Background: an optimization exercise with open tools, aiming at small area, a short achievable clock period and few clock cycles per item. Do not read the settings as production practice. The RTL was checked by simulation tests, not by an equivalence proof against the original design. No activity file was given, so power comes from the tool's default toggle rates. No driver is modelled on the clock port, so clocking that relies on it looks cheaper here than on a real chip.

## north
==> flow/design.v (excerpt) <==
module sys_matmul_stream #(
  parameter int N      = 3,
  parameter int DW     = 8,
  parameter int ACC_W  = 2*DW + $clog2(N),
  parameter int SIGNED = 0
) (
  input  logic             CLK,
  input  logic             rst_n,
  input  logic             vld_in,
  output logic             rdy_in,
  input  logic [DW-1:0]    a,
  input  logic [DW-1:0]    b,
  input  logic             keep,
  output logic             vld_out,
  input  logic             rdy_out,
  output logic [ACC_W-1:0] c,
  output logic             last_out,
  output logic             busy,
  output logic [1:0]       dbg_state
);
  function automatic logic [8:0] rot1(input logic [8:0] x);
    rot1 = {x[7:0], x[8]};
  endfunction
  function automatic logic [8:0] rot2(input logic [8:0] x);
    rot2 = {x[6:0], x[8:7]};
  endfunction
  function automatic logic [8:0] rotm2(input logic [8:0] x);
    rotm2 = {x[1:0], x[8:2]};
  endfunction
  logic [8:0] ph;           
  logic [8:0] lb;           
  logic       lpar;         
  logic       lkeep;        
  logic       have_prev;    
  logic       cact;         
  logic       ot;           
  logic       cfull;        
  logic [8:0] cp;           
  logic       cpar;
  logic       ckeep;
  logic [8:0] op;           
  logic [8:0] U;            
  logic       av, bv;       
  logic       cpass;        
  logic       r_rdy, r_vld, r_last, r_busy, r_dbg0;
  logic       r_nrdy, r_nvld;   
  logic [ACC_W-1:0] c_r;
  logic [DW-1:0] a_q, b_q;
  logic          v_q, wpar_q;
  logic [DW-1:0] R [9];
  logic [DW-1:0] E;
  logic [DW-1:0] W0b0 [2];      
  logic [DW-1:0] W0b1, W0b2;
  logic [DW-1:0] W1b0 [2];
  logic [DW-1:0] W1b1, W1b2;
  logic [DW-1:0] W2b0 [2];
  logic [DW-1:0] W2b1, W2b2;
  logic [ACC_W-1:0] L0s, L0c;
  logic [ACC_W-1:0] L [1:8];
  logic hs_in, hs_out;
  assign hs_in  = vld_in && !r_nrdy;
  assign hs_out = !r_nvld && rdy_out;
  logic [8:0] e_m;          
  logic       m_ready, m_fire;
  assign e_m = rot2(ph);
  assign m_ready = cfull || e_m[0] || ((e_m[1] || e_m[3] || e_m[4]) && lb[8]);
  assign m_fire  = cact && ot && m_ready && !U[6];
  logic [8:0] ph_n, lb_n, cp_n, op_n, U_n;
  logic       lpar_n, lkeep_n, have_prev_n, cact_n, cfull_n, cpar_n, ckeep_n;
  logic       idle, hold;
  logic       vld_n, rdy_n, busy_n;
  logic [ACC_W-1:0] L1_n;
  ...
Size: roughly 560 flip-flops, about 45 I/O pins, about 20000 um2 of cells after synthesis.
clock: 8.0 ns
lec_check: 0
abc_clock_period_in_ps: 2800
cap_margin: 20
core_margin: 2
core_utilization: 55
cts_cluster_diameter: 100
cts_cluster_size: 30
slew_margin: 20
setup_slack_margin: 5.3
buffer_ports_args: -buffer_cell sky130_fd_sc_hd__buf_2
cts_args: -sink_clustering_enable -repair_clock_nets -sink_clustering_size 30 -sink_clustering_max_diameter 100 -dont_use_dummy_load -balance_levels
standard.sh (not shown) runs the stock make flow with config.mk's settings and CLKGATE_MAP_FILE= SYNTH_SCRIPT=/design/flow/synth_recipe.tcl, a recipe that flattens the netlist after the stock synthesis.
==> flow/flow/run.sh <==
#!/bin/bash
# Layout: the standard ORFS flow (standard.sh) with these changes:
#  * synthesis is the standard flow's script (synth_recipe.tcl: ORFS synthesis without fsm and share,
#    then flatten and rename) with one more option on Yosys's synth calls, -noabc, which
#    skips the generic "abc -fast" pass before ORFS extracts full adders; that pass turns
#    the adder tree's xor/majority logic into inverted forms, so the extracted adders
#    come out with an inverter on most of their outputs. Registers are unchanged.
#  * plain buffers (rather than delay cells) on the ports;
#  * clock tree synthesis without dummy loads.
# The flow's full output is in standard_run.log here; ORFS's per-step logs are under
# orfs/logs/.
set -euo pipefail
sed 's/yosys synth -nofsm -noshare /yosys synth -nofsm -noshare -noabc /' synth_recipe.tcl > synth_noabc.tcl
grep -q -- '-noabc' synth_noabc.tcl
sed 's|SYNTH_SCRIPT=[^ ]*synth_recipe.tcl|SYNTH_SCRIPT='"$PWD"'/synth_noabc.tcl|' standard.sh > standard_noabc.sh
grep -q 'synth_noabc.tcl' standard_noabc.sh
cat >> config.mk <<'CFG'
export SETUP_SLACK_MARGIN = 5.3
export BUFFER_PORTS_ARGS = -buffer_cell sky130_fd_sc_hd__buf_2
export CTS_ARGS = -sink_clustering_enable -repair_clock_nets -sink_clustering_size 30 -sink_clustering_max_diameter 100 -dont_use_dummy_load -balance_levels
CFG
bash standard_noabc.sh > standard_run.log 2>&1
north ended with every stage complete and zero timing, DRC or antenna violations.
Testbench counts of north, summed over its fixed seeds: cycles 14,488, items 1,600.
Input-level comparison between south and north:
Settings: CTS_ARGS: -sink_clustering_enable -repair_clock_nets -sink_clustering_size 30 -sink_clustering_max_diameter 100 -dont_use_dummy_load -balance_levels -> -sink_clustering_enable -repair_clock_nets -sink_clustering_size 30 -sink_clustering_max_diameter 100 -dont_use_dummy_load -sink_clustering_levels 1.
-- flow/flow/run.sh --
<<< north, line 20
export CTS_ARGS = -sink_clustering_enable -repair_clock_nets -sink_clustering_size 30 -sink_clustering_max_diameter 100 -dont_use_dummy_load -balance_levels
>>> south, line 20
export CTS_ARGS = -sink_clustering_enable -repair_clock_nets -sink_clustering_size 30 -sink_clustering_max_diameter 100 -dont_use_dummy_load -sink_clustering_levels 1
## What came out
Across north and south, the outcome is the same: a clean finish for every run. The highest clock frequency the design can meet of south and that of north are within noise of each other. north -> south: synthesized cell count flat. Diff north -> south: post-layout worst setup margin has remained practically unchanged; instance count along the most critical hold path closely matched the old numbers; count of different cell masters after synthesis was more or less identical. From south to north, compound-gate portion of the synthesized area did not move at all.
Inputs modified between south and east:
Settings: swapping -sink_clustering_enable -repair_clock_nets -sink_clustering_size 30 -sink_clustering_max_diameter 100 -dont_use_dummy_load -sink_clustering_levels 1 for -sink_clustering_enable -repair_clock_nets -sink_clustering_size 30 -sink_clustering_max_diameter 100 -dont_use_dummy_load in CTS_ARGS.
-- flow/flow/run.sh --
<<< south, line 20
export CTS_ARGS = -sink_clustering_enable -repair_clock_nets -sink_clustering_size 30 -sink_clustering_max_diameter 100 -dont_use_dummy_load -sink_clustering_levels 1
>>> east, line 20
export CTS_ARGS = -sink_clustering_enable -repair_clock_nets -sink_clustering_size 30 -sink_clustering_max_diameter 100 -dont_use_dummy_load
Notes after the runs:
No stage failed in south, and the final checks on the layout all came back clean. The flow did not stop early for east: all stages ran, and the layout cleared the timing, design-rule and antenna checks. Critical path depth came out exactly the same in south and east. From south to east, number of fill cells did not move at all. Compared with south, in east power share of the combinational group neither gained nor lost much; mean cell area of the mapped netlist neither gained nor lost much; number of antenna violations at the first check in global routing neither gained nor lost much; hold violation count in the final report neither gained nor lost much. Comparing east against south, there is no change at all in worst setup slack after layout.

========
sys_matmul_stream, a different RTL version from the one above (not shown whole).
For scale: about 1500 cells after synthesis, about 45 I/O pins.
clock: 8.0 ns
lec_check: 0
abc_clock_period_in_ps: 2800
cap_margin: 20
core_margin: 2
core_utilization: 65
cts_cluster_diameter: 100
cts_cluster_size: 30
place_density: 0.75
slew_margin: 20
setup_slack_margin: 5.35
buffer_ports_args: -buffer_cell sky130_fd_sc_hd__buf_2
cts_args: -sink_clustering_enable -repair_clock_nets -sink_clustering_size 30 -sink_clustering_max_diameter 100 -dont_use_dummy_load
==> flow/flow/run.sh <==
#!/bin/bash
# Layout: the standard ORFS flow (standard.sh) with these changes:
#  * synthesis is the standard flow's script (synth_recipe.tcl: ORFS synthesis without fsm and share,
#    then flatten and rename) with one more option on Yosys's synth calls, -noabc, which
#    skips the generic "abc -fast" pass before ORFS extracts full adders; that pass turns
#    the adder tree's xor/majority logic into inverted forms, so the extracted adders
#    come out with an inverter on most of their outputs. Registers are unchanged.
#  * plain buffers (rather than delay cells) on the ports;
#  * clock tree synthesis without dummy loads.
# The flow's full output is in standard_run.log here; ORFS's per-step logs are under
# orfs/logs/.
set -euo pipefail
sed 's/yosys synth -nofsm -noshare /yosys synth -nofsm -noshare -noabc /' synth_recipe.tcl > synth_noabc.tcl
grep -q -- '-noabc' synth_noabc.tcl
sed 's|SYNTH_SCRIPT=[^ ]*synth_recipe.tcl|SYNTH_SCRIPT='"$PWD"'/synth_noabc.tcl|' standard.sh > standard_noabc.sh
grep -q 'synth_noabc.tcl' standard_noabc.sh
cat >> config.mk <<'CFG'
export SETUP_SLACK_MARGIN = 5.35
export BUFFER_PORTS_ARGS = -buffer_cell sky130_fd_sc_hd__buf_2
export CTS_ARGS = -sink_clustering_enable -repair_clock_nets -sink_clustering_size 30 -sink_clustering_max_diameter 100 -dont_use_dummy_load
CFG
bash standard_noabc.sh > standard_run.log 2>&1
The starting point completed with no timing, DRC or antenna violations.
Testbench counts at the start, summed over its fixed seeds: cycles 14,488, items 1,600.
Then changed:
--- a/flow/flow/run.sh
+++ b/flow/flow/run.sh
@@ -16,5 +16,5 @@
 grep -q 'synth_noabc.tcl' standard_noabc.sh
 cat >> config.mk <<'CFG'
-export SETUP_SLACK_MARGIN = 5.35
+export SETUP_SLACK_MARGIN = 5.4
 export BUFFER_PORTS_ARGS = -buffer_cell sky130_fd_sc_hd__buf_2
 export CTS_ARGS = -sink_clustering_enable -repair_clock_nets -sink_clustering_size 30 -sink_clustering_max_diameter 100 -dont_use_dummy_load
CORE_UTILIZATION = 55   (was 65)
PLACE_DENSITY = default   (was 0.75)
SETUP_SLACK_MARGIN = 5.4   (was 5.35)
After rerunning: Flip-flop and latch count is unchanged. Routed wire length rises by 4.3%. Final cell count rises by 4.0%. Power hardly moves. Synthesized cell count does not change. Sequential power stays flat. Worst setup slack improves by 0.0034 ns.
Then changed:
--- a/flow/flow/run.sh
+++ b/flow/flow/run.sh
@@ -16,5 +16,5 @@
 grep -q 'synth_noabc.tcl' standard_noabc.sh
 cat >> config.mk <<'CFG'
-export SETUP_SLACK_MARGIN = 5.4
+export SETUP_SLACK_MARGIN = 5.3
 export BUFFER_PORTS_ARGS = -buffer_cell sky130_fd_sc_hd__buf_2
 export CTS_ARGS = -sink_clustering_enable -repair_clock_nets -sink_clustering_size 30 -sink_clustering_max_diameter 100 -dont_use_dummy_load
SETUP_SLACK_MARGIN = 5.3   (was 5.4)
What happened: The changed run completed without violations; hold slack hardly moves; cell area falls slightly; wire length stays flat; combinational power barely changes; synthesized area is unchanged.
Then changed:
--- a/flow/flow/run.sh
+++ b/flow/flow/run.sh
@@ -16,7 +16,7 @@
 grep -q 'synth_noabc.tcl' standard_noabc.sh
 cat >> config.mk <<'CFG'
-export SETUP_SLACK_MARGIN = 5.3
+export SETUP_SLACK_MARGIN = 5.35
 export BUFFER_PORTS_ARGS = -buffer_cell sky130_fd_sc_hd__buf_2
-export CTS_ARGS = -sink_clustering_enable -repair_clock_nets -sink_clustering_size 30 -sink_clustering_max_diameter 100 -dont_use_dummy_load
+export CTS_ARGS = -sink_clustering_enable -repair_clock_nets -sink_clustering_size 30 -sink_clustering_max_diameter 100 -dont_use_dummy_load -num_static_layers 1
 CFG
 bash standard_noabc.sh > standard_run.log 2>&1
CORE_UTILIZATION = 65   (was 55)
CTS_ARGS = -sink_clustering_enable -repair_clock_nets -sink_clustering_size 30 -sink_clustering_max_diameter 100 -dont_use_dummy_load -num_static_layers 1   (was -sink_clustering_enable -repair_clock_nets -sink_clustering_size 30 -sink_clustering_max_diameter 100 -dont_use_dummy_load)
PLACE_DENSITY = 0.75   (was default)
SETUP_SLACK_MARGIN = 5.35   (was 5.3)
What happened: Wire length came out lower by 4.4%; first-iteration DRC count came out higher by 38%; design area is about the same; clock power is about the same; worst setup slack is better by 0.042 ns.

==> separate check: timing with driven ports <==
Ports are ideal in the flow. The routed layouts listed here were re-timed in OpenROAD. Step 1 (the two cells are an assumption about what drives the block):
set clk [get_ports {CLK}]
set_driving_cell -lib_cell sky130_fd_sc_hd__clkbuf_16 $clk
set_driving_cell -lib_cell sky130_fd_sc_hd__buf_2 [delete_from_list [all_inputs] $clk]
Step 2 times the ports against the registers' clock, not the clock port: input delays grow and output delays shrink by t, the midpoint of the rising clock arrivals with the driver on. a / b / c = ideal ports / drivers / drivers and shift; a / b = the first two.
run | t (ns) | setup WS [ns] | pins driven straight from the clock port
north | 0.605 | 5.351 / 5.294 / 4.867 | 1
south | 0.605 | 5.351 / 5.294 / 4.867 | 1
east | 0.605 | 5.351 / 5.294 / 4.867 | 1
the first run of note 2 | 0.594 | 5.380 / 5.330 / 4.898 | 1
the second run of note 2 | 0.605 | 5.383 / 5.330 / 4.913 | 1
the third run of note 2 | 0.603 | 5.348 / 5.291 / 4.820 | 1
the fourth run of note 2 | 0.587 | 5.389 / 5.340 / 4.897 | 1
After both steps setup and hold are still met in every run listed. The setup slack of the third run of note 2, which loses most, moves by -0.057 ns with the drivers and by -0.528 ns with both steps.
